What follows belongs to an exercise in optimizing a design on an open flow for small area and a short achievable clock period; a production flow would make more cautious choices.
In this exercise RTL edits were held to simulation tests only and were not proved equivalent to the original.
Power figures rest on the tool's default switching activity, not on a simulated workload.

--- flow/design.v ---
package instr_memory_loadable_pkg;
  localparam int INSTR_W_DEF = 8;
  localparam int ADDR_W_DEF  = 8;
  localparam int DEPTH_DEF   = 256;
  localparam int N_CORES_DEF = 4;
  localparam logic [7:0] OP_IDLE      = 8'd0;
  localparam logic [7:0] OP_LDAC      = 8'd4;
  localparam logic [7:0] OP_LDACM     = 8'd8;
  localparam logic [7:0] OP_STAC      = 8'd11;
  localparam logic [7:0] OP_CLAC      = 8'd19;
  localparam logic [7:0] OP_MOVR      = 8'd20;
  localparam logic [7:0] OP_MVACRT    = 8'd36;
  localparam logic [7:0] OP_ADD       = 8'd37;
  localparam logic [7:0] OP_MUL       = 8'd38;
  localparam logic [7:0] OP_SUB       = 8'd39;
  localparam logic [7:0] OP_INC       = 8'd40;
  localparam logic [7:0] OP_DEC       = 8'd41;
  localparam logic [7:0] OP_JPNZ      = 8'd42;
  localparam logic [7:0] OP_ENDOP     = 8'd46;
  localparam logic [7:0] OP_MOVRCOL1  = 8'd47;
  localparam logic [7:0] OP_MOVRCOL2  = 8'd48;
  localparam logic [7:0] OP_MVACRCOL1 = 8'd49;
  localparam logic [7:0] OP_MVACRCOL2 = 8'd50;
  localparam logic [7:0] OP_XOROP     = 8'd51;
  typedef enum logic [1:0] {
    ST_IDLE = 2'd0,
    ST_LOAD = 2'd1,
    ST_DONE = 2'd2
  } load_state_e;
endpackage
module instr_load_ctrl
#(
  parameter int ADDR_W = instr_memory_loadable_pkg::ADDR_W_DEF,
  parameter int DEPTH  = instr_memory_loadable_pkg::DEPTH_DEF
) (
  input  logic              clk_i,
  input  logic              rst_i,
  input  logic              load_start_i,
  input  logic [ADDR_W:0]   load_len_i,
  input  logic              load_valid_i,
  output logic              load_ready_o,
  output logic              load_done_o,
  output logic              load_err_o,
  output logic              prog_loaded_o,
  output logic              wr_en_o,
  output logic [ADDR_W-1:0] wr_addr_o
);
  localparam logic [ADDR_W:0] DEPTH_L = (ADDR_W+1)'(DEPTH);
  instr_memory_loadable_pkg::load_state_e       state_q, state_d;
  logic [ADDR_W-1:0] wr_ptr_q, wr_ptr_d;
  logic [ADDR_W:0]   len_q, len_d;
  logic              err_q, err_d;
  logic              loaded_q, loaded_d;
  logic              len_ok;
  logic              last_word;
  assign len_ok    = (load_len_i != '0) && (load_len_i <= DEPTH_L);
  assign last_word = ({1'b0, wr_ptr_q} == (len_q - (ADDR_W+1)'(1)));
  always_ff @(posedge clk_i) begin
    if (rst_i) begin
      state_q  <= instr_memory_loadable_pkg::ST_IDLE;
      wr_ptr_q <= '0;
      len_q    <= '0;
      err_q    <= 1'b0;
      loaded_q <= 1'b0;
    end else begin
      state_q  <= state_d;
      wr_ptr_q <= wr_ptr_d;
      len_q    <= len_d;
      err_q    <= err_d;
      loaded_q <= loaded_d;
    end
  end
  always_comb begin
    state_d      = state_q;
    wr_ptr_d     = wr_ptr_q;
    len_d        = len_q;
    err_d        = err_q;
    loaded_d     = loaded_q;
    load_ready_o = 1'b0;
    load_done_o  = 1'b0;
    wr_en_o      = 1'b0;
    case (state_q)
      instr_memory_loadable_pkg::ST_IDLE: begin
        if (load_start_i) begin
          if (len_ok) begin
            state_d  = instr_memory_loadable_pkg::ST_LOAD;
            len_d    = load_len_i;
            wr_ptr_d = '0;
            err_d    = 1'b0;
            loaded_d = 1'b0;
          end else begin
            err_d = 1'b1;
          end
        end
      end
      instr_memory_loadable_pkg::ST_LOAD: begin
        load_ready_o = 1'b1;
        if (load_valid_i) begin
          wr_en_o  = 1'b1;
          wr_ptr_d = wr_ptr_q + ADDR_W'(1);
          if (last_word) state_d = instr_memory_loadable_pkg::ST_DONE;
        end
      end
      instr_memory_loadable_pkg::ST_DONE: begin
        load_done_o = 1'b1;
        loaded_d    = 1'b1;
        state_d     = instr_memory_loadable_pkg::ST_IDLE;
      end
      default: state_d = instr_memory_loadable_pkg::ST_IDLE;
    endcase
  end
  assign load_err_o    = err_q;
  assign prog_loaded_o = loaded_q;
  assign wr_addr_o     = wr_ptr_q;
endmodule
module instr_memory_loadable
#(
  parameter int INSTR_W = instr_memory_loadable_pkg::INSTR_W_DEF,
  parameter int ADDR_W  = instr_memory_loadable_pkg::ADDR_W_DEF,
  parameter int DEPTH   = instr_memory_loadable_pkg::DEPTH_DEF,
  parameter int N_CORES = instr_memory_loadable_pkg::N_CORES_DEF
) (
  input  logic                       clk_i,
  input  logic                       rst_i,
  input  logic                       load_start_i,
  input  logic [ADDR_W:0]            load_len_i,
  input  logic                       load_valid_i,
  input  logic [INSTR_W-1:0]         load_data_i,
  output logic                       load_ready_o,
  output logic                       load_done_o,
  output logic                       load_err_o,
  output logic                       prog_loaded_o,
  input  logic [N_CORES-1:0]         read_IRAM_i,
  input  logic [N_CORES*ADDR_W-1:0]  addr_i,
  output logic [N_CORES*INSTR_W-1:0] instr_out_o
);
  localparam logic [ADDR_W:0] DEPTH_L = (ADDR_W+1)'(DEPTH);
  logic [INSTR_W-1:0] ram_q [DEPTH];
  logic               wr_en;
  logic [ADDR_W-1:0]  wr_addr;
  instr_load_ctrl #(
    .ADDR_W (ADDR_W),
    .DEPTH  (DEPTH)
  ) u_load_ctrl (
    .clk_i         (clk_i),
    .rst_i         (rst_i),
    .load_start_i  (load_start_i),
    .load_len_i    (load_len_i),
    .load_valid_i  (load_valid_i),
    .load_ready_o  (load_ready_o),
    .load_done_o   (load_done_o),
    .load_err_o    (load_err_o),
    .prog_loaded_o (prog_loaded_o),
    .wr_en_o       (wr_en),
    .wr_addr_o     (wr_addr)
  );
  always_ff @(posedge clk_i) begin
    if (wr_en) ram_q[wr_addr] <= load_data_i;
  end
  for (genvar g = 0; g < N_CORES; g++) begin : g_rd
    logic [ADDR_W-1:0]  rd_addr;
    logic [INSTR_W-1:0] rd_q;
    assign rd_addr = addr_i[g*ADDR_W +: ADDR_W];
    always_ff @(posedge clk_i) begin
      if (rst_i) begin
        rd_q <= '0;
      end else if (read_IRAM_i[g]) begin
        if (prog_loaded_o && ({1'b0, rd_addr} < DEPTH_L)) rd_q <= ram_q[rd_addr];
        else                                              rd_q <= '0;
      end
    end
    assign instr_out_o[g*INSTR_W +: INSTR_W] = rd_q;
  end
endmodule
--- flow/run.sh ---
#!/bin/bash
# synth_recipe.tcl (not shown) runs the flow's synth.tcl, then flattens the netlist and writes it again
# the make line also repeats each setting of config.mk as NAME=value (left out here)
make -C /OpenROAD-flow-scripts/flow DESIGN_CONFIG=/design/flow/config.mk WORK_HOME=/design/flow/orfs CLKGATE_MAP_FILE= SYNTH_SCRIPT=/design/flow/synth_recipe.tcl finish
--- flow/config.mk ---
export PLATFORM = sky130hd
export DESIGN_NAME = instr_memory_loadable
export DESIGN_NICKNAME = instr_memory_loadable
export VERILOG_FILES = /design/flow/design.v
export SDC_FILE = /design/flow/constraint.sdc
export NUM_CORES = 8
export LEC_CHECK = 0
export CAP_MARGIN = 20
export CORE_MARGIN = 2
export CORE_UTILIZATION = 20
export SLEW_MARGIN = 20
--- flow/constraint.sdc ---
create_clock -name core_clock -period 5.0 [get_ports {clk_i}]
set_input_delay 1.0000 -clock core_clock [delete_from_list [all_inputs] [get_ports {clk_i}]]
set_output_delay 1.0000 -clock core_clock [all_outputs]
set_load 0.01 [all_outputs]
==> results of run 1 <==
==> flip-flops by register name, summed over array words and instances (netlist names) <==
register / cells
u_load_ctrl.err_q: 1
u_load_ctrl.wr_ptr_q: 8
ram_q: 2048
u_load_ctrl.loaded_q: 1
g_rd.rd_q: 32
u_load_ctrl.state_q: 2
u_load_ctrl.len_q: 9
==> power groups by stage <==
stage | logic [W] | clock network (W) | registers (W)
after global placement | 0.00702 | 0 | 0.0197
after CTS | 0.00703 | 0.0192 | 0.0193
after global routing | 0.00729 | 0.0198 | 0.0193
final | 0.00741 | 0.0192 | 0.0193
after detailed placement | 0.00702 | 0 | 0.0197
after floorplan | 0.00359 | 0 | 0.0197
==> layer usage <==
layer  global-route usage  routed length [um]  vias up
met3               0.0943              116000     2374
met5              0.00170                 631        -
li1                     -                   -    36809
met2                0.287              296000    10932
met4                0.142               58500       74
met1                0.246              244000    54461
==> cells in the mapped netlist (60+ instances only) <==
cell / instances / area (um2)
nor2_1: 432 / 1620
edfxtp_1: 2048 / 61500
a22oi_1: 143 / 1070
o21ai_0: 93 / 465
nor3_1: 120 / 601
o221ai_1: 112 / 981
buf_4: 136 / 1020
mux4_2: 1940 / 43700
mux2_2: 63 / 709
nand3_1: 146 / 731
mux2i_1: 537 / 5380
nand2_1: 489 / 1840
o22ai_1: 190 / 1190
buf_6: 117 / 1320
a21oi_1: 197 / 986
a31oi_1: 60 / 375
buf_2: 216 / 1080
a211oi_1: 76 / 571
clkbuf_1: 248 / 931
==> path summary, 6_finish.rpt <==
path,endpoint,cells after the start
setup / recovery,g_rd[1].rd_q[2]$_SDFFE_PP0P_,10
hold / removal,u_load_ctrl.err_q$_SDFFE_PP0P_,2
setup reg to reg,g_rd[1].rd_q[6]$_SDFFE_PP0P_,8
hold reg to reg,u_load_ctrl.err_q$_SDFFE_PP0P_,2
==> final cells by class <==
type / instances / area [um2] / area share
timing repair buffer: 1241 / 11400 / 0.0718
sequential: 2101 / 62600 / 0.394
antenna: 78 / 195 / 0.00123
tap: 8729 / 10900 / 0.0688
clock inverter: 177 / 2270 / 0.0143
clock buffer: 263 / 5990 / 0.0377
multi-input combinational: 5222 / 65200 / 0.411
inverter: 28 / 124 / 0.000781
==> cells by family after synthesis <==
family / after synthesis / share of synthesized area
multiplexers: 2540 / 0.375
AO/OA/AOI/OAI: 1178 / 0.0622
flip-flops: 2101 / 0.471
AND/OR/NAND/NOR: 1482 / 0.0503
XOR/XNOR: 17 / 0.00112
adder cells (fa/ha/maj): 5 / 0.000471
buffers and inverters: 843 / 0.0401
==> worst max-delay path, cell delays in order <==
cell	delay, ns
buf_8	0.45
buf_4	0.45
mux4_2	0.55
and2_1	0.19
o22ai_1	0.66
a21o_1	0.25
a221oi_1	0.07
a311oi_1	0.96
buf_4	0.26
o41ai_1	0.08
==> stage by stage <==
stage | worst slack [ns] | area (um2) | total power, W
after floorplan | 1.84 | 133000 | 0.0233
after global placement | -0.221 | 150000 | 0.0267
after detailed placement | 0.113 | 150000 | 0.0267
after CTS | 1.18 | 158000 | 0.0455
after global routing | 0.952 | 158000 | 0.0464
final | 0.903 | 159000 | 0.0459
==> key figures, run 1 <==
Global routing
  – Number of global-route vias before repair: slightly below 100k
  – Largest net degree at the start of global routing: around 130
  – Global-route wire length before repair: around 930000 um
  – Initial antenna violation count: approximately 110
  – GRT Resource Usage Total: 0.204
  – Total gr overflow: 0

Cells and area
  – Commonest non-fill, non-tap cell in the layout: edfxtp_1
  – Final core occ: 0.240
  – Post-Layout Cell Count: around 18k
  – Filler instances: 68.3k
  – Area Growth Syn to Fin: 19.5%
  – Commonest cells after routing, fill and taps aside: edfxtp_1 (2048), mux4_2 (1940), buf_4 (1009)
  – Final nets: roughly 8.9k
  – Layout cell share with drive strength beyond 1: 0.406

Synth
  – Mean post-synth cell area: approximately 16 um2
  – Yosys cell types: a little under 90
  – Post-Syn Instances: a little over 8k
  – Synth warn: 2
  – Register area share after synthesis: 0.471
  – Mapped Area: about 130000 um2
  – Number of synthesized register bits: 2101
  – Ys async rst share: 0
  – EDFF count, synth: a little over 2k
  – Top FF cell, synth: edfxtp_1

Detailed routing
  – DR DRC count: 0
  – Routed vias: 105k
  – Pre-Repair DR Iteration Count: 19
  – Avg WL per Cell: 40.1 um
  – Routed WL: just over 700000 um
  – Detail Route Antenna Nets: 0
  – Vias per cell: ~6
  – 1st-iter DRT viols: about 21k

Power
  – Worst VDD drop: 0.000318 V
  – Internal Pwr Total: 0.0326 W
  – Switching Share: 0.289
  – Sequential share of power: 0.421
  – Clock power share: 0.417
  – Power Dens Cells: between 200 and 300 nW/um2
  – Comb pwr share: 0.162
  – Leakage power: approximately 50 nW
  – Psw: 0.0132 W

STA
  – Final setup viols: 0
  – Setup TNS Final: 0 ns
  – Final hold slack: approximately 0.50 ns
  – Period minus WS final: between 4 and 5 ns
  – Unrepaired setup endpoints after global routing: no
  – Slew @ Worst Pin: around 1.3 ns
  – Period utilization: 0.819
  – Fmax: 244 MHz
  – Slew HR: 0.0950
  – Final Max Tran Viols: 0
  – Final Hold Fails: 0
  – Setup Skew: about 0.16 ns

Floorplan
  – Die Span Y: ~820 um
  – FP Rows: roughly 300
  – Initial Utilization: 0.201
  – Core area: approximately 660000 um2
  – Ports: 93
  – Die W: a little over 800 um
  – Die area: 671000 um2

Clock tree
  – Hold buffers post-CTS: 0
  – CTS root buf: clkbuf_16
  – Inserted Clock Buffers: between 200 and 250
  – Clock Latency Late Sink: roughly 1.1 ns
  – CTS tree: yes
  – Clock sinks: 2101
  – H-tree depth: 4
  – Number of setup buffers added after CTS: 0
  – Post-cts gate resize count: 0
  – Reg clk slew, reported paths: about 0.07 ns
  – Clk buf depth: 4

Job
  – Max Cap Viol: 0

Setup path
  – Critical Path AT: slightly above 5 ns
  – R2r setup slk: around 1.3 ns
  – Critical path fanouts, max: 29
  – R2R Path Start: u_load_ctrl.loaded_q$_SDFFE_PP0P_
  – Critical Path Source: addr_i[8]
  – CP required: 5.98 ns
  – CP Capture Type: flip-flop
  – Critical Path Source Type: input pin
  – Setup Crit Path Kind: input pin to flip-flop

Placement
  – Placed insts: 17.3k
  – Post-DP HPWL: 515000 um
  – IO buf count: between 90 and 100
  – Gpl congestion: about 1.1

Status
  – Status: no timing/DRC/antenna violations

Hold path
  – Hold wc startpoint: u_load_ctrl.err_q$_SDFFE_PP0P_
  – Min-delay worst type: flip-flop to flip-flop
==> run 2, diff against run 1 <==
==> flow/design.v (replaced) <==
package instr_memory_loadable_pkg;
  localparam int INSTR_W_DEF = 8;
  localparam int ADDR_W_DEF  = 8;
  localparam int DEPTH_DEF   = 256;
  localparam int N_CORES_DEF = 4;
  localparam logic [7:0] OP_IDLE      = 8'd0;
  localparam logic [7:0] OP_LDAC      = 8'd4;
  localparam logic [7:0] OP_LDACM     = 8'd8;
  localparam logic [7:0] OP_STAC      = 8'd11;
  localparam logic [7:0] OP_CLAC      = 8'd19;
  localparam logic [7:0] OP_MOVR      = 8'd20;
  localparam logic [7:0] OP_MVACRT    = 8'd36;
  localparam logic [7:0] OP_ADD       = 8'd37;
  localparam logic [7:0] OP_MUL       = 8'd38;
  localparam logic [7:0] OP_SUB       = 8'd39;
  localparam logic [7:0] OP_INC       = 8'd40;
  localparam logic [7:0] OP_DEC       = 8'd41;
  localparam logic [7:0] OP_JPNZ      = 8'd42;
  localparam logic [7:0] OP_ENDOP     = 8'd46;
  localparam logic [7:0] OP_MOVRCOL1  = 8'd47;
  localparam logic [7:0] OP_MOVRCOL2  = 8'd48;
  localparam logic [7:0] OP_MVACRCOL1 = 8'd49;
  localparam logic [7:0] OP_MVACRCOL2 = 8'd50;
  localparam logic [7:0] OP_XOROP     = 8'd51;
  typedef enum logic [1:0] {
    ST_IDLE = 2'd0,
    ST_LOAD = 2'd1,
    ST_DONE = 2'd2
  } load_state_e;
endpackage
module rd_aoi3 (
  input  logic s0_i, d0_i,
  input  logic s1_i, d1_i,
  input  logic s2_i, d2_i,
  output logic y_no
);
  assign y_no = ~((s0_i & d0_i) | (s1_i & d1_i) | (s2_i & d2_i));
endmodule
module rd_nand4 (
  input  logic [3:0] a_i,
  output logic       y_no
);
  assign y_no = ~&a_i;
endmodule
module rd_nor2 (
  input  logic [1:0] a_i,
  output logic       y_no
);
  assign y_no = ~|a_i;
endmodule
module rd_nor3 (
  input  logic [2:0] a_i,
  output logic       y_no
);
  assign y_no = ~|a_i;
endmodule
module rd_aoi41 (
  input  logic [3:0] a_i,
  input  logic       b_i,
  output logic       y_no
);
  assign y_no = ~(&a_i | b_i);
endmodule
module wr_and2 (
  input  logic [1:0] a_i,
  output logic       y_o
);
  assign y_o = &a_i;
endmodule
module instr_memory_loadable
#(
  parameter int INSTR_W = instr_memory_loadable_pkg::INSTR_W_DEF,
  parameter int ADDR_W  = instr_memory_loadable_pkg::ADDR_W_DEF,
  parameter int DEPTH   = instr_memory_loadable_pkg::DEPTH_DEF,
  parameter int N_CORES = instr_memory_loadable_pkg::N_CORES_DEF
) (
  input  logic                       clk_i,
  input  logic                       rst_i,
  input  logic                       load_start_i,
  input  logic [ADDR_W:0]            load_len_i,
  input  logic                       load_valid_i,
  input  logic [INSTR_W-1:0]         load_data_i,
  output logic                       load_ready_o,
  output logic                       load_done_o,
  output logic                       load_err_o,
  output logic                       prog_loaded_o,
  input  logic [N_CORES-1:0]         read_IRAM_i,
  input  logic [N_CORES*ADDR_W-1:0]  addr_i,
  output logic [N_CORES*INSTR_W-1:0] instr_out_o
);
  localparam logic [ADDR_W:0] DEPTH_L = (ADDR_W+1)'(DEPTH);
  localparam int N_L1 = 86;
  localparam int N_L2 = 24;
  localparam int N_L3 = 8;
  localparam int N_L4 = 2;
  logic              st_load_q, st_done_q;
  logic [ADDR_W-1:0] wr_ptr_q;
  logic [ADDR_W-1:0] lenm1_q;
  logic              err_q, loaded_q;
  logic              len_ok, start_ok, wr_en, last_word;
  logic [ADDR_W:0]   lenm1;
  assign len_ok    = (load_len_i != '0) && (load_len_i <= DEPTH_L);
  assign start_ok  = load_start_i && !st_load_q && !st_done_q;
  assign lenm1     = load_len_i - (ADDR_W+1)'(1);
  assign wr_en     = st_load_q && load_valid_i;
  assign last_word = (wr_ptr_q == lenm1_q);
  always_ff @(posedge clk_i) begin
    if (rst_i) begin
      st_load_q <= 1'b0;
      st_done_q <= 1'b0;
      wr_ptr_q  <= '0;
      lenm1_q   <= '0;
      err_q     <= 1'b0;
      loaded_q  <= 1'b0;
    end else begin
      st_done_q <= wr_en && last_word;
      if (start_ok) begin
        if (len_ok) begin
          st_load_q <= 1'b1;
          lenm1_q   <= lenm1[ADDR_W-1:0];
          wr_ptr_q  <= '0;
          err_q     <= 1'b0;
          loaded_q  <= 1'b0;
        end else begin
          err_q <= 1'b1;
        end
      end else if (wr_en) begin
        wr_ptr_q <= wr_ptr_q + ADDR_W'(1);
        if (last_word) st_load_q <= 1'b0;
      end
      if (st_done_q) loaded_q <= 1'b1;
    end
  end
  assign load_ready_o  = st_load_q;
  assign load_done_o   = st_done_q;
  assign load_err_o    = err_q;
  assign prog_loaded_o = loaded_q;
  logic [DEPTH*INSTR_W-1:0] ram_q;    
  logic [15:0]              wr_row, wr_col;
  for (genvar i = 0; i < 16; i++) begin : g_wdec
    assign wr_row[i] = (wr_ptr_q[7:4] == 4'(i));
    assign wr_col[i] = wr_en && (wr_ptr_q[3:0] == 4'(i));
  end
  for (genvar w = 0; w < DEPTH; w++) begin : g_word
    logic [INSTR_W-1:0] q;
    logic               we;
    wr_and2 u_we (.a_i ({wr_row[w/16], wr_col[w%16]}), .y_o (we));
    always_ff @(posedge clk_i) begin
      if (we) q <= load_data_i;
    end
    assign ram_q[w*INSTR_W +: INSTR_W] = q;
  end
  logic [3*N_L1*INSTR_W-1:0] ram_x;
  assign ram_x = {{((3*N_L1-DEPTH)*INSTR_W){1'b0}}, ram_q};
  for (genvar g = 0; g < N_CORES; g++) begin : g_rd
    logic [ADDR_W-1:0]   rd_addr;
    logic [15:0]         lo_n, hi_n;
    logic [3*N_L1-1:0]   rd_sel;
    logic [N_L4*INSTR_W-1:0] rd_half, rd_half_q;    
    logic [1:0]          a7_go;
    assign rd_addr = addr_i[g*ADDR_W +: ADDR_W];
    assign a7_go   = {rd_addr[7] && !rst_i, !rd_addr[7] && !rst_i};
    for (genvar i = 0; i < 16; i++) begin : g_pre
      rd_nand4 u_lo (
        .a_i  ({rd_addr[3] ~^ i[3], rd_addr[2] ~^ i[2], rd_addr[1] ~^ i[1], rd_addr[0] ~^ i[0]}),
        .y_no (lo_n[i])
      );
      rd_nand4 u_hi (
        .a_i  ({a7_go[i[3]], rd_addr[6] ~^ i[2], rd_addr[5] ~^ i[1], rd_addr[4] ~^ i[0]}),
        .y_no (hi_n[i])
      );
    end
    for (genvar w = 0; w < DEPTH; w++) begin : g_sel
      rd_nor2 u_dec (
        .a_i  ({hi_n[w/16], lo_n[w%16]}),
        .y_no (rd_sel[w])
      );
    end
    assign rd_sel[3*N_L1-1:DEPTH] = '0;
    for (genvar b = 0; b < INSTR_W; b++) begin : g_bit
      logic [4*N_L2-1:0] l1;
      logic [3*N_L3-1:0] l2;
      logic [4*N_L4-1:0] l3;
      for (genvar k = 0; k < N_L1; k++) begin : g_l1
        rd_aoi3 u_aoi (
          .s0_i (rd_sel[3*k]),   .d0_i (ram_x[(3*k)*INSTR_W + b]),
          .s1_i (rd_sel[3*k+1]), .d1_i (ram_x[(3*k+1)*INSTR_W + b]),
          .s2_i (rd_sel[3*k+2]), .d2_i (ram_x[(3*k+2)*INSTR_W + b]),
          .y_no (l1[k])
        );
      end
      assign l1[4*N_L2-1:N_L1] = '1;    
      for (genvar k = 0; k < N_L2; k++) begin : g_l2
        if (4*k < N_L1) begin : g_on
          rd_nand4 u_n (.a_i (l1[4*k +: 4]), .y_no (l2[k]));
        end else begin : g_off
          assign l2[k] = 1'b0;
        end
      end
      for (genvar k = 0; k < N_L3; k++) begin : g_l3
        rd_nor3 u_n (.a_i (l2[3*k +: 3]), .y_no (l3[k]));
      end
      for (genvar k = 0; k < N_L4; k++) begin : g_l4
        rd_aoi41 u_n (
          .a_i  ({l3[k+6], l3[k+4], l3[k+2], l3[k]}),
          .b_i  (!loaded_q),
          .y_no (rd_half[b*N_L4 + k])
        );
      end
      assign instr_out_o[g*INSTR_W + b] = |rd_half_q[b*N_L4 +: N_L4];
    end
    always_ff @(posedge clk_i) begin
      if (rst_i || read_IRAM_i[g]) rd_half_q <= rd_half;
    end
  end
endmodule
--- a/flow/config.mk
+++ b/flow/config.mk
@@ -8,4 +8,9 @@
 export CAP_MARGIN = 20
 export CORE_MARGIN = 2
-export CORE_UTILIZATION = 20
+export CORE_UTILIZATION = 35
+export CTS_CLUSTER_DIAMETER = 80
+export CTS_CLUSTER_SIZE = 20
+export SETUP_SLACK_MARGIN = 2.2
 export SLEW_MARGIN = 20
+export SYNTH_HIERARCHICAL = 1
+export SYNTH_MINIMUM_KEEP_SIZE = 0
==> run 2 against run 1 <==
  * Highest routed layer unchanged
  * Largest power group unchanged
  * Clock skew decreased by 0.11 ns
  * Cell area fell by 9.5%
  * Final cell count decreased by 20%
  * Critical path depth stayed put
  * Worst setup slack better by 0.77 ns
  * Flip-flop and latch count is 31 higher
  * Now fails the layout checks on antenna rules
  * Sequential power is 2% higher
==> key figures, run 2 <==
Status
  – Status: complete, but fails checks
  – SO Viols: antenna rules

Clock tree
  – Clock Latency Late Sink: 0.94 ns (-0.18 ns)
  – Reg clk slew, reported paths: 0.09 ns (+0.02 ns)
  – Hold buffers post-CTS: 0 (unchanged)
  – Inserted Clock Buffers: 163 (-31%)
  – Clk buf depth: 4 (unchanged)
  – CTS root buf: clkbuf_16
  – H-tree depth: 4 (unchanged)
  – CTS tree: yes
  – Clock sinks: 2132 (+1.5%)

Setup path
  – CP required: 5.68 ns (-0.30 ns)
  – R2r endpoint: g_rd[2].rd_half_q[0]$_DFFE_PP_
  – R2r setup slk: 1.97 ns (+0.68 ns)
  – Critical Path Source Type: input pin
  – Setup Crit Path Kind: input pin to flip-flop
  – R2R depth: 5 (-3)
  – CP Capture Type: flip-flop
  – Critical path fanouts, max: 5 (-83%)
  – Critical Path AT: 4.00 ns (-1.08 ns)
  – R2R Path Start: g_word[177].q[0]$_DFFE_PP_

Cells and area
  – Commonest cells after routing, fill and taps aside: a222oi_1 (2752), edfxtp_1 (2112), buf_4 (1325)
  – Max FFs per register: 2048 (unchanged)
  – Final core occ: 0.471 (+0.231)
  – Final nets: 10.0k (+13%)
  – Layout cell share with drive strength beyond 1: 0.324 (-0.0819)
  – Area Growth Syn to Fin: 34.2%
  – Reg with most FFs: g_word.q
  – Commonest non-fill, non-tap cell in the layout: a222oi_1
  – Biggest regs: g_word.q: 2048 flops, g_rd.rd_half_q: 64 flops

STA
  – Slew HR: 0.135 (+0.0400)
  – Final setup margin: 1.68 ns (+0.774 ns)
  – Final setup viols: 0 (unchanged)
  – Unrepaired setup endpoints after global routing: yes
  – Final Max Tran Viols: 0 (unchanged)
  – Final hold slack: 0.504 ns (+0.00781 ns)
  – Final Hold Fails: 0 (unchanged)
  – Fmax: 301 MHz (+23%)
  – Setup TNS Final: 0 ns (unchanged)
  – Setup Skew: 0.0545 ns (-0.110 ns)
  – Period minus WS final: 3.32 ns (-0.774 ns)
  – Period utilization: 0.664 (-0.155)
  – Slew @ Worst Pin: 1.30 ns (-0.0485 ns)

Synth
  – Register area share after synthesis: 0.596 (+0.125)
  – EDFF count, synth: 2112 (+3.1%)
  – Top FF cell, synth: edfxtp_1
  – Number of synthesized register bits: 2132 (+1.5%)
  – Cell taking the most area after synthesis: edfxtp_1
  – Count leader, synth: a222oi_1
  – Post-Syn Instances: 7549 (-7.6%)
  – Most instantiated cells after synthesis: a222oi_1 (2752), edfxtp_1 (2112), nor2_1 (1051), nand4_1 (838), nor3_2 (262)
  – Mean post-synth cell area: 14.2 um2 (-13%)
  – Yosys cell types: 46 (-47%)
  – Synth warn: 7 (+5)
  – Ranking of synthesized cells by area: edfxtp_1 (59%), a222oi_1 (26%), nand4_1 (4.9%)
  – Mapped Area: 107000 um2 (-19%)
  – Post-synth top area share: 0.593 (+0.129)
  – Ys async rst share: 0 (unchanged)

Floorplan
  – Die area: 310000 um2 (-54%)
  – Ports: 93 (unchanged)
  – Die Span Y: 557 um (-32%)
  – Initial Utilization: 0.351 (+0.150)
  – Die W: 557 um (-32%)
  – Core area: 305000 um2 (-54%)
  – FP Rows: 203 (-32%)

Detailed routing
  – Routed WL: 760000 um (+6.3%)
  – 1st-iter DRT viols: 38.8k (+86%)
  – Avg WL per Cell: 53.0 um (+32%)
  – Vias per cell: 8.24 (+41%)
  – Routed vias: 118k (+13%)
  – DR DRC count: 0 (unchanged)
  – Pre-Repair DR Iteration Count: 20 (+1)
  – Detail Route Antenna Nets: 1 (+1)

Hold path
  – Hold depth: 2 (unchanged)
  – Min-delay worst type: flip-flop to flip-flop
  – Hold wc startpoint: lenm1_q[5]$_SDFFE_PP0P_
  – Min-Delay Endpoint: lenm1_q[5]$_SDFFE_PP0P_

Power
  – Leakage power: 45.3 nW (-8.9%)
  – Worst VDD drop: 0.000290 V (-8.6%)
  – Total power: 0.0367 W (-20%)
  – Power Dens Cells: 255 nW/um2 (-12%)

Job
  – Max Cap Viol: 0 (unchanged)

Global routing
  – Largest net degree at the start of global routing: 87 (-31%)
  – Number of global-route vias before repair: 103k (+7.7%)
  – Total gr overflow: 0 (unchanged)
  – Initial antenna violation count: 67 (-41%)
  – GRT Resource Usage Total: 0.463 (+0.259)
  – Global-route wire length before repair: 967000 um (+3.8%)

Placement
  – IO buf count: 92 (unchanged)
  – Gpl congestion: 1.12 (+4.7%)
  – Post-DP HPWL: 517000 um (+0.37%)
  – Post-Place Setup Slack: -0.0127 ns (-0.126 ns)
## run 2: cell families (layout without fill, tap and decap cells)
family,count (synthesis),in the layout,share of synthesized area
adder cells (fa/ha/maj),6,6,0.000701
flip-flops,2132,2132,0.596
AND/OR/NAND/NOR,2507,2507,0.131
AO/OA/AOI/OAI,2839,2839,0.269
buffers and inverters,47,2319,0.00175
XOR/XNOR,16,16,0.00131
other,2,410,0.0000702
## run 2: what timing repair did
item,in CTS,in global routing
pin swaps,613,523
gates cloned,27,10
hold endpoints to repair,0,0
resized for setup,1193,458
setup endpoints to repair,599,405
setup buffers,448,220
## run 2: area by class of cell
type	count	area (um2)
Sequential cell	2132	63800
Timing Repair Buffer	2004	21800
Multi-Input combinational cell	5624	46800
Clock buffer	178	4220
Inverter	35	184
Antenna cell	154	385
Fill cell	26888	161000
Tap cell	4100	5130
Clock inverter	102	1230
## run 2: worst max-delay path, cell delays in order
cell and delay (ns):
buf_12 0.11, nor2b_4 0.14, nand4_1 0.17, buf_12 0.19, nor2_4 0.07, a222oi_1 0.96, nand4_1 0.62, nor3_4 0.48
buf_6 0.16, a41oi_2 0.07
## run 2: metal layers
layer / global-route usage / wire length, um / part of all wire / vias up
met3: 0.182 / 123000 / 0.16 / 2970
met2: 0.648 / 304000 / 0.40 / 13221
met1: 0.574 / 260000 / 0.34 / 58722
met4: 0.344 / 73000 / 0.096 / 24
met5: 0.000463 / 406 / 0.00053 / -
li1: - / - / - / 43190
## run 2: Yosys stat by module, one instance, submodules excluded
module                 copies in the design  area [um2]  flops+latches  cells inside
rd_nor2                                1024        3.75              0             1
rd_aoi3                                2752        10.0              0             1
rd_nand4                                832        6.26              0             1
rd_nor3                                 256        10.0              0             1
wr_and2                                 256        6.26              0             1
rd_aoi41                                 64        16.3              0             1
instr_memory_loadable                     1       65200           2132          2365
## run 2: how the worst max path moves through the flow
stage	from	to	cells past startpoint
floorplan	rst_i	g_rd[0].rd_half_q[0]$_DFFE_PP_	8
global placement	addr_i[23]	g_rd[2].rd_half_q[4]$_DFFE_PP_	11
detailed placement	addr_i[23]	g_rd[2].rd_half_q[4]$_DFFE_PP_	11
CTS	g_rd[2].rd_half_q[2]$_DFFE_PP_	instr_out_o[17]	2
global route	addr_i[23]	g_rd[2].rd_half_q[12]$_DFFE_PP_	14
finish	addr_i[23]	g_rd[2].rd_half_q[0]$_DFFE_PP_	10
## run 2: power by group
group,leakage (nW),total (W),switching [W],internal [W]
logic,23.4,0.00263,0.00181,0.000825
clock network,2.65,0.0143,0.00743,0.00690
registers,19.3,0.0197,0.0000664,0.0196
total,45.3,0.0367,0.00931,0.0274
## run 2: per-stage QoR
stage,cells,area [um2]
finish,14329,144000
global route,14220,143000
floorplan,7803,108000
detailed placement,13190,125000
CTS,13945,139000
global placement,13190,125000
==> run 3, diff against run 2 <==
--- a/flow/config.mk
+++ b/flow/config.mk
@@ -9,6 +9,6 @@
 export CORE_MARGIN = 2
 export CORE_UTILIZATION = 35
-export CTS_CLUSTER_DIAMETER = 80
-export CTS_CLUSTER_SIZE = 20
+export CTS_CLUSTER_DIAMETER = 70
+export CTS_CLUSTER_SIZE = 16
 export SETUP_SLACK_MARGIN = 2.2
 export SLEW_MARGIN = 20
==> run 3 against run 2 <==
  * The run now finishes clean
  * Cell area fell by 0.25%
  * Global-route usage about the same
  * Sequential power about the same
  * Via count down 0.41%
  * First-iteration DRC count is 2.2% lower
  * Maximum frequency down 5.4%
  * Utilization shrank 0.12 points
  * Sequential share of layout area grew 0.11 points
  * Combinational power decreased by 2%
  * Area after synthesis did not move
  * Power up 3.2%
  * Wire length fell by 0.39%
  * Critical path type unchanged
  * Critical endpoint is now g_rd[1].rd_half_q[7]$_DFFE_PP_
  * Largest power group unchanged
==> key figures, run 3 <==
Synth
  – Number of synthesized register bits: 2132 (unchanged)
  – Mapped Area: 107000 um2 (unchanged)
  – EDFF count, synth: 2112 (unchanged)
  – Ranking of synthesized cells by area: edfxtp_1 (59%), a222oi_1 (26%), nand4_1 (4.9%)
  – Cell taking the most area after synthesis: edfxtp_1
  – Most instantiated cells after synthesis: a222oi_1 (2752), edfxtp_1 (2112), nor2_1 (1051), nand4_1 (838), nor3_2 (262)
  – Ys async rst share: 0 (unchanged)
  – Mean post-synth cell area: 14.2 um2 (unchanged)
  – Post-Syn Instances: 7549 (unchanged)
  – Count leader, synth: a222oi_1
  – Top FF cell, synth: edfxtp_1
  – Post-synth top area share: 0.593 (unchanged)
  – Yosys cell types: 46 (unchanged)
  – Synth warn: 7 (unchanged)
  – Register area share after synthesis: 0.596 (unchanged)

Setup path
  – CP required: 5.66 ns (-0.02 ns)
  – Critical path fanouts, max: 8 (+3)
  – R2R depth: 4 (-1)
  – Critical Path AT: 4.17 ns (+0.17 ns)
  – R2r setup slk: 1.93 ns (-0.04 ns)
  – Setup Crit Path Kind: input pin to flip-flop
  – CP Capture Type: flip-flop
  – Critical Path Source Type: input pin

Power
  – Leakage power: 45.2 nW (-0.39%)
  – Power Dens Cells: 264 nW/um2 (+3.4%)
  – Worst VDD drop: 0.000238 V (-18%)
  – Total power: 0.0378 W (+3.2%)

Detailed routing
  – Detail Route Antenna Nets: 0 (-1)
  – Routed WL: 757000 um (-0.39%)
  – Vias per cell: 8.24 (about the same)
  – Pre-Repair DR Iteration Count: 23 (+15%)
  – 1st-iter DRT viols: 38.0k (-2.2%)
  – DR DRC count: 0 (unchanged)
  – Avg WL per Cell: 53.0 um (about the same)
  – Routed vias: 118k (-0.41%)

Hold path
  – Hold depth: 2 (unchanged)
  – Min-delay worst type: flip-flop to flip-flop

STA
  – Slew HR: 0.147 (+0.0119)
  – Final Max Tran Viols: 0 (unchanged)
  – Final Hold Fails: 0 (unchanged)
  – Setup TNS Final: 0 ns (unchanged)
  – Period utilization: 0.702 (+0.0376)
  – Unrepaired setup endpoints after global routing: yes
  – Final setup viols: 0 (unchanged)
  – Period minus WS final: 3.51 ns (+0.188 ns)
  – Setup Skew: 0.0363 ns (-0.0182 ns)
  – Slew @ Worst Pin: 1.28 ns (-0.0178 ns)
  – Fmax: 285 MHz (-5.4%)

Clock tree
  – Hold buffers post-CTS: 0 (unchanged)
  – CTS root buf: clkbuf_16
  – Inserted Clock Buffers: 191 (+17%)
  – Clock Latency Late Sink: 0.95 ns (about the same)
  – Clock sinks: 2132 (unchanged)
  – Reg clk slew, reported paths: 0.08 ns (about the same)
  – H-tree depth: 4 (unchanged)
  – CTS tree: yes
  – Clk buf depth: 4 (unchanged)

Cells and area
  – Biggest regs: g_word.q: 2048 flops, g_rd.rd_half_q: 64 flops
  – Area Growth Syn to Fin: 33.8%
  – Final nets: 9979 (-0.44%)
  – Reg with most FFs: g_word.q
  – Max FFs per register: 2048 (unchanged)
  – Commonest non-fill, non-tap cell in the layout: a222oi_1
  – Layout cell share with drive strength beyond 1: 0.319 (-0.00476)
  – Commonest cells after routing, fill and taps aside: a222oi_1 (2752), edfxtp_1 (2112), buf_4 (1290)

Placement
  – Gpl congestion: 1.12 (unchanged)
  – IO buf count: 92 (unchanged)
  – Post-DP HPWL: 517000 um (unchanged)

Floorplan
  – Die W: 557 um (unchanged)
  – FP Rows: 203 (unchanged)
  – Core area: 305000 um2 (unchanged)
  – Die area: 310000 um2 (unchanged)
  – Ports: 93 (unchanged)
  – Die Span Y: 557 um (unchanged)
  – Initial Utilization: 0.351 (unchanged)

Global routing
  – GRT Resource Usage Total: 0.463 (about the same)
  – Global-route wire length before repair: 968000 um (about the same)
  – Largest net degree at the start of global routing: 87 (unchanged)
  – Total gr overflow: 0 (unchanged)
  – Number of global-route vias before repair: 104k (+0.11%)
  – Initial antenna violation count: 67 (unchanged)

Job
  – Max Cap Viol: 0 (unchanged)

Status
  – Status: no timing/DRC/antenna violations
[run 3: through the flow]
stage	cell area, um2	setup slack (ns)	std cells	hold WS, ns	util
floorplan	108000	1.85	7803	0.456	-
global placement	125000	0.0290	13190	0.480	0.410
detailed placement	125000	-0.0127	13190	0.487	0.410
CTS	140000	1.85	13974	0.496	0.458
global route	143000	1.78	14177	0.516	0.469
finish	143000	1.49	14282	0.500	0.470
[run 3: cells by family (layout without fill, tap and decap cells)]
group / count (synthesis) / in the layout / share of synthesized area
AND/OR/NAND/NOR: 2507 / 2507 / 0.131
buffers and inverters: 47 / 2278 / 0.00175
other: 2 / 404 / 0.0000702
AO/OA/AOI/OAI: 2839 / 2839 / 0.269
adder cells (fa/ha/maj): 6 / 6 / 0.000701
flip-flops: 2132 / 2132 / 0.596
XOR/XNOR: 16 / 16 / 0.00131
[run 3: layer usage]
layer | track usage | share of wire | up-vias
met5 | 0.00154 | 0.00088 | -
met1 | 0.568 | 0.34 | 58630
li1 | - | - | 43099
met2 | 0.645 | 0.40 | 12904
met4 | 0.344 | 0.095 | 39
met3 | 0.195 | 0.16 | 2972
[run 3: area by class of cell]
| cell class | count | area [um2] |
|---|---|---|
| Timing Repair Buffer | 1932 | 20800 |
| Fill cell | 26836 | 162000 |
| Antenna cell | 148 | 370 |
| Clock inverter | 98 | 1170 |
| Inverter | 35 | 168 |
| Clock buffer | 213 | 4990 |
| Tap cell | 4100 | 5130 |
| Sequential cell | 2132 | 63800 |
| Multi-Input combinational cell | 5624 | 46800 |
[run 3: power breakdown]
group / internal (W) / switching, W / leakage [nW] / total (W)
sequential: 0.0196 / 0.0000678 / 19.3 / 0.0197
clock: 0.00807 / 0.00747 / 2.98 / 0.0155
combinational: 0.000794 / 0.00179 / 22.9 / 0.00258
total: 0.0285 / 0.00933 / 45.2 / 0.0378
[run 3: Yosys stat by module, one instance, submodules excluded, a selection]
module | cells | flops+latches
rd_nor3 | 1 | 0
rd_aoi3 | 1 | 0
rd_nor2 | 1 | 0
wr_and2 | 1 | 0
rd_aoi41 | 1 | 0
instr_memory_loadable | 2365 | 2132
[run 3: repair_timing]
item,4_1_cts,5_1_grt
endpoints found under the setup margin,578,654
setup buffers,443,157
pin swaps,597,423
gates cloned,30,3
gates resized for setup,1126,453
[run 3: critical path: stages]
cell and delay (ns):
buf_6 0.12, nor2b_4 0.16, nand4_1 0.13, buf_12 0.13
buf_16 0.15, nor2_4 0.08, a222oi_1 1.09, nand4_1 0.52
nor3_4 0.56, a41oi_2 0.17
[run 3: path summary, 6_finish.rpt]
path / end / from
setup / recovery: g_rd[1].rd_half_q[7]$_DFFE_PP_ / addr_i[15]
hold / removal: lenm1_q[5]$_SDFFE_PP0P_ / lenm1_q[5]$_SDFFE_PP0P_
setup reg to reg: g_rd[1].rd_half_q[7]$_DFFE_PP_ / g_word[189].q[3]$_DFFE_PP_
hold reg to reg: lenm1_q[5]$_SDFFE_PP0P_ / lenm1_q[5]$_SDFFE_PP0P_
==> run 4, diff against run 3 <==
--- a/flow/design.v
+++ b/flow/design.v
@@ -91,5 +91,5 @@
   localparam logic [ADDR_W:0] DEPTH_L = (ADDR_W+1)'(DEPTH);
   localparam int N_L1 = 86;
-  localparam int N_L2 = 24;
+  localparam int N_L2 = 22;
   localparam int N_L3 = 8;
   localparam int N_L4 = 2;
@@ -151,10 +151,8 @@
     assign ram_q[w*INSTR_W +: INSTR_W] = q;
   end
-  logic [3*N_L1*INSTR_W-1:0] ram_x;
-  assign ram_x = {{((3*N_L1-DEPTH)*INSTR_W){1'b0}}, ram_q};
   for (genvar g = 0; g < N_CORES; g++) begin : g_rd
     logic [ADDR_W-1:0]   rd_addr;
     logic [15:0]         lo_n, hi_n;
-    logic [3*N_L1-1:0]   rd_sel;
+    logic [DEPTH-1:0]    rd_sel;
     logic [N_L4*INSTR_W-1:0] rd_half, rd_half_q;    
     logic [1:0]          a7_go;
@@ -177,28 +175,25 @@
       );
     end
-    assign rd_sel[3*N_L1-1:DEPTH] = '0;
     for (genvar b = 0; b < INSTR_W; b++) begin : g_bit
-      logic [4*N_L2-1:0] l1;
-      logic [3*N_L3-1:0] l2;
-      logic [4*N_L4-1:0] l3;
-      for (genvar k = 0; k < N_L1; k++) begin : g_l1
+      logic [N_L1-1:0] l1;
+      logic [N_L2-1:0] l2;
+      logic [N_L3-1:0] l3;
+      for (genvar k = 0; k < N_L1-1; k++) begin : g_l1
         rd_aoi3 u_aoi (
-          .s0_i (rd_sel[3*k]),   .d0_i (ram_x[(3*k)*INSTR_W + b]),
-          .s1_i (rd_sel[3*k+1]), .d1_i (ram_x[(3*k+1)*INSTR_W + b]),
-          .s2_i (rd_sel[3*k+2]), .d2_i (ram_x[(3*k+2)*INSTR_W + b]),
+          .s0_i (rd_sel[3*k]),   .d0_i (ram_q[(3*k)*INSTR_W + b]),
+          .s1_i (rd_sel[3*k+1]), .d1_i (ram_q[(3*k+1)*INSTR_W + b]),
+          .s2_i (rd_sel[3*k+2]), .d2_i (ram_q[(3*k+2)*INSTR_W + b]),
           .y_no (l1[k])
         );
       end
-      assign l1[4*N_L2-1:N_L1] = '1;    
-      for (genvar k = 0; k < N_L2; k++) begin : g_l2
-        if (4*k < N_L1) begin : g_on
-          rd_nand4 u_n (.a_i (l1[4*k +: 4]), .y_no (l2[k]));
-        end else begin : g_off
-          assign l2[k] = 1'b0;
-        end
-      end
-      for (genvar k = 0; k < N_L3; k++) begin : g_l3
+      assign l1[N_L1-1] = ~(rd_sel[DEPTH-1] & ram_q[(DEPTH-1)*INSTR_W + b]);
+      for (genvar k = 0; k < N_L2-1; k++) begin : g_l2
+        rd_nand4 u_n (.a_i (l1[4*k +: 4]), .y_no (l2[k]));
+      end
+      assign l2[N_L2-1] = ~&l1[N_L1-1:4*(N_L2-1)];
+      for (genvar k = 0; k < N_L3-1; k++) begin : g_l3
         rd_nor3 u_n (.a_i (l2[3*k +: 3]), .y_no (l3[k]));
       end
+      assign l3[N_L3-1] = ~|l2[N_L2-1:3*(N_L3-1)];
       for (genvar k = 0; k < N_L4; k++) begin : g_l4
         rd_aoi41 u_n (
--- a/flow/config.mk
+++ b/flow/config.mk
@@ -8,7 +8,7 @@
 export CAP_MARGIN = 20
 export CORE_MARGIN = 2
-export CORE_UTILIZATION = 35
-export CTS_CLUSTER_DIAMETER = 70
-export CTS_CLUSTER_SIZE = 16
+export CORE_UTILIZATION = 45
+export CTS_CLUSTER_DIAMETER = 80
+export CTS_CLUSTER_SIZE = 20
 export SETUP_SLACK_MARGIN = 2.2
 export SLEW_MARGIN = 20
==> run 4 against run 3 <==
  * The layout now fails its checks (antenna rules)
  * Largest cell class unchanged
  * Global-route usage up 9.0 points
  * Critical path type unchanged
  * Area after synthesis down 0.58%
  * Via count up 0.59%
  * Die area down 23%
  * Worst setup slack better by 0.025 ns
  * Sequential power about the same
  * Final cell count down 11%
  * Critical endpoint is now g_rd[3].rd_half_q[12]$_DFFE_PP_
  * Cell area down 4.3%
  * Largest power group unchanged
  * Sequential share of layout area up 2.0 points
  * Worst hold slack worse by 0.0069 ns
==> key figures, run 4 <==
Status
  – Status: complete, but fails checks
  – SO Viols: antenna rules

Setup path
  – Family with the most delay on the worst path: simple AND/OR/NAND/NOR gates
  – CP required: 5.59 ns (-0.07 ns)
  – R2R depth: 6 (+2)
  – CP dominant cell by count: buf_12
  – WP depth: 12 (+2)
  – CP Capture Type: flip-flop
  – Critical Path AT: 4.07 ns (-0.10 ns)
  – Setup Crit Path Kind: input pin to flip-flop
  – Crit path cell chain: buf_12, clkinvlp_4, nand4_1, buf_12, buf_12, nor2_2, a222oi_1, nand4_1, buf_4, nor3_4, buf_4, a41oi_2
  – Critical Path Source Type: input pin
  – Critical Path Slowest Stage Cell: nor3_4
  – Worst path buffer plus inverter count: 6 (+3)
  – Slowest stage delay, CP: 0.51 ns (-0.58 ns)
  – Critical path fanouts, max: 8 (unchanged)

Power
  – Comb pwr share: 0.069 (about the same)
  – Clock power share: 0.374 (-0.037)
  – Sequential share of power: 0.557 (+0.036)
  – Leakage power: 42.3 nW (-6.2%)
  – Psw: 0.00879 W (-5.8%)
  – Power Dens Cells: 258 nW/um2 (-2.4%)
  – Switching Share: 0.249 (+0.00206)
  – Internal Pwr Total: 0.0266 W (-6.8%)
  – Worst VDD drop: 0.000332 V (+40%)

STA
  – Period minus WS final: 3.49 ns (-0.0250 ns)
  – Slew @ Worst Pin: 1.25 ns (-0.0298 ns)
  – Slew HR: 0.167 (+0.0199)
  – Fmax: 287 MHz (+0.72%)
  – Unrepaired setup endpoints after global routing: yes
  – Final setup viols: 0 (unchanged)
  – Final Hold Fails: 0 (unchanged)
  – Period utilization: 0.697 (-0.00500)
  – Setup Skew: 0.0419 ns (+0.00567 ns)
  – Final Max Tran Viols: 0 (unchanged)

Clock tree
  – CTS root buf: clkbuf_16
  – Inserted Clock Buffers: 147 (-23%)
  – Clock Latency Late Sink: 0.89 ns (-0.06 ns)
  – H-tree depth: 4 (unchanged)
  – CTS tree: yes
  – Clock sinks: 2132 (unchanged)
  – Clk buf depth: 3 (-1)
  – Reg clk slew, reported paths: 0.09 ns (about the same)

Cells and area
  – Biggest regs: g_word.q: 2048 flops, g_rd.rd_half_q: 64 flops
  – Area of the multi-input gates: 45400 um2 (-2.9%)
  – Commonest cells after routing, fill and taps aside: a222oi_1 (2720), edfxtp_1 (2112), buf_4 (1030)
  – Finished layout cell area: 137000 um2 (-4.3%)
  – Sequential cell area: 63800 um2 (about the same)
  – Filler instances: 18.6k (-31%)
  – Commonest non-fill, non-tap cell in the layout: a222oi_1
  – Max FFs per register: 2048 (unchanged)
  – Reg with most FFs: g_word.q
  – Area Growth Syn to Fin: 28.8%
  – Final nets: 9339 (-6.4%)
  – Post-Layout Cell Count: 12.7k (-11%)
  – Layout cell share with drive strength beyond 1: 0.309 (-0.0101)

Synth
  – Yosys cell types: 46 (unchanged)
  – Top FF cell, synth: edfxtp_1
  – Post-Syn Instances: 7481 (-0.90%)
  – Mapped Area: 106000 um2 (-0.58%)
  – Mean post-synth cell area: 14.2 um2 (+0.33%)
  – Ys async rst share: 0 (unchanged)
  – Register area share after synthesis: 0.600 (+0.00347)
  – Number of synthesized register bits: 2132 (unchanged)
  – Synth warn: 7 (unchanged)
  – EDFF count, synth: 2112 (unchanged)
  – Count leader, synth: a222oi_1
  – Ranking of synthesized cells by area: edfxtp_1 (60%), a222oi_1 (26%), nand4_1 (4.7%)
  – Most instantiated cells after synthesis: a222oi_1 (2720), edfxtp_1 (2112), nor2_1 (1055), nand4_1 (804), and2_1 (257)
  – Cell taking the most area after synthesis: edfxtp_1
  – Post-synth top area share: 0.596 (+0.00345)

Floorplan
  – Ports: 93 (unchanged)
  – Initial Utilization: 0.452 (+0.102)
  – Core area: 235000 um2 (-23%)
  – FP Rows: 178 (-12%)
  – Die area: 240000 um2 (-23%)
  – Die Span Y: 490 um (-12%)
  – Die W: 490 um (-12%)

Global routing
  – Initial antenna violation count: 75 (+12%)
  – GRT Resource Usage Total: 0.554 (+0.0902)
  – Total gr overflow: 0 (unchanged)
  – Largest net degree at the start of global routing: 114 (+31%)
  – Global-route wire length before repair: 909000 um (-6.1%)
  – Number of global-route vias before repair: 103k (-0.52%)

Job
  – Max Cap Viol: 0 (unchanged)

Placement
  – Placed cell area: 119000 um2 (-4.8%)
  – Placed insts: 11.6k (-12%)
  – Gpl congestion: 1.15 (+3.5%)
  – Post-DP HPWL: 464000 um (-10%)
  – IO buf count: 92 (unchanged)

Detailed routing
  – Routed vias: 118k (+0.59%)
  – 1st-iter DRT viols: 41.1k (+8.3%)
  – Avg WL per Cell: 55.5 um (+4.7%)
  – Routed WL: 704000 um (-6.9%)
  – DR DRC count: 0 (unchanged)
  – Pre-Repair DR Iteration Count: 43 (+87%)
  – Detail Route Antenna Nets: 3 (+3)
  – Vias per cell: 9.32 (+13%)

Hold path
  – Min-delay worst type: flip-flop to flip-flop
  – Hold depth: 1 (-1)
run 4: final timing paths:
path / slack (ns) / end / start
min: 0.49 / wr_ptr_q[6]$_SDFFE_PP0P_ / wr_ptr_q[6]$_SDFFE_PP0P_
max reg2reg: 2.08 / g_rd[3].rd_half_q[12]$_DFFE_PP_ / g_word[144].q[6]$_DFFE_PP_
min reg2reg: 0.49 / wr_ptr_q[6]$_SDFFE_PP0P_ / wr_ptr_q[6]$_SDFFE_PP0P_
max: 1.51 / g_rd[3].rd_half_q[12]$_DFFE_PP_ / addr_i[30]
run 4: power by group through the flow:
stage / Sequential [W] / Clock [W] / Combinational (W)
floorplan: 0.0201 / 0 / 0.000357
global placement: 0.0201 / 0 / 0.00164
detailed placement: 0.0201 / 0 / 0.00166
CTS: 0.0197 / 0.0130 / 0.00204
global route: 0.0197 / 0.0137 / 0.00230
finish: 0.0197 / 0.0132 / 0.00244
run 4: timing repair:
item,4_1_cts,5_1_grt
setup endpoints to repair,596,1120
resized for setup,1257,510
buffers inserted,443,235
cloned,32,8
pin swaps,643,553
hold buffers,0,0
run 4: logic make-up after synthesis:
group           count (synthesis)  share of synthesized area
xor+xnor                       16                    0.00132
simple gates                 2444                      0.127
compound gates               2837                      0.270
flops                        2132                      0.600
fa+ha+maj                       6                   0.000705
buf+inv                        46                    0.00178
run 4: cell type report:
cell class,instances,share of cell area
Antenna cell,171,0.00312
Clock buffer,159,0.0277
Clock inverter,84,0.00721
Inverter,34,0.00143
Multi-Input combinational cell,5303,0.331
Sequential cell,2132,0.466
Tap cell,3150,0.0287
Timing Repair Buffer,1658,0.135
run 4: per-stage QoR:
stage | power, W | utilization | hold slack (ns) | setup TNS [ns] | worst slack [ns]
after detailed placement | 0.0218 | 0.506 | 0.472 | -1.29 | -0.367
after floorplan | 0.0204 | - | 0.455 | 0 | 1.85
after global routing | 0.0357 | 0.582 | 0.525 | 0 | 1.74
after CTS | 0.0348 | 0.563 | 0.485 | 0 | 1.99
final | 0.0354 | 0.583 | 0.493 | 0 | 1.51
after global placement | 0.0217 | 0.506 | 0.463 | -1.34 | -0.431
run 4: modules after synthesis, one instance, submodules excluded:
module / copies in the design / area, um2
rd_nor2: 1024 / 3.75
rd_nor3: 224 / 10.0
instr_memory_loadable: 1 / 65500
rd_aoi41: 64 / 16.3
rd_aoi3: 2720 / 10.0
wr_and2: 256 / 6.26
rd_nand4: 800 / 6.26
run 4: layer usage:
| metal | vias to the layer above | wire (um) | track usage |
|---|---|---|---|
| met5 | - | 1400 | 0.0236 |
| met1 | 57104 | 211000 | 0.620 |
| li1 | 41814 | - | - |
| met3 | 4383 | 134000 | 0.312 |
| met4 | 51 | 88300 | 0.496 |
| met2 | 14987 | 270000 | 0.742 |

what the ideal ports hide:
No port has a modelled driver above. Below, the same layouts with a new extraction and two added sets of constraints. Step 1 sets driving cells, clkbuf_16 on the clock port and buf_2 on the other inputs (assumed; they add their load-dependent delay and slew). Step 2 adds t to the input delays and takes it off the output delays; t is the mean of the earliest and latest rising clock arrival at the registers after step 1. Input paths then give back, and output paths get back, about the clock's delay inside the block. Slacks: ideal / step 1 / step 2; pairs: ideal / step 1.
run | shift t [ns] | setup WS [ns] | worst setup path at the end
run 1 | 1.142 | 0.903 / 0.886 / -0.256 | input to register
run 2 | 1.032 | 1.678 / 1.509 / 0.477 | input to register
run 3 | 1.050 | 1.490 / 1.539 / 0.490 | input to register
run 4 | 0.977 | 1.515 / 1.342 / 0.365 | input to register
Met with ideal ports but missed after step 2: setup timing in run 1. The setup slack of run 2, which loses most, moves by -0.169 ns with the drivers and by -1.201 ns with both steps.
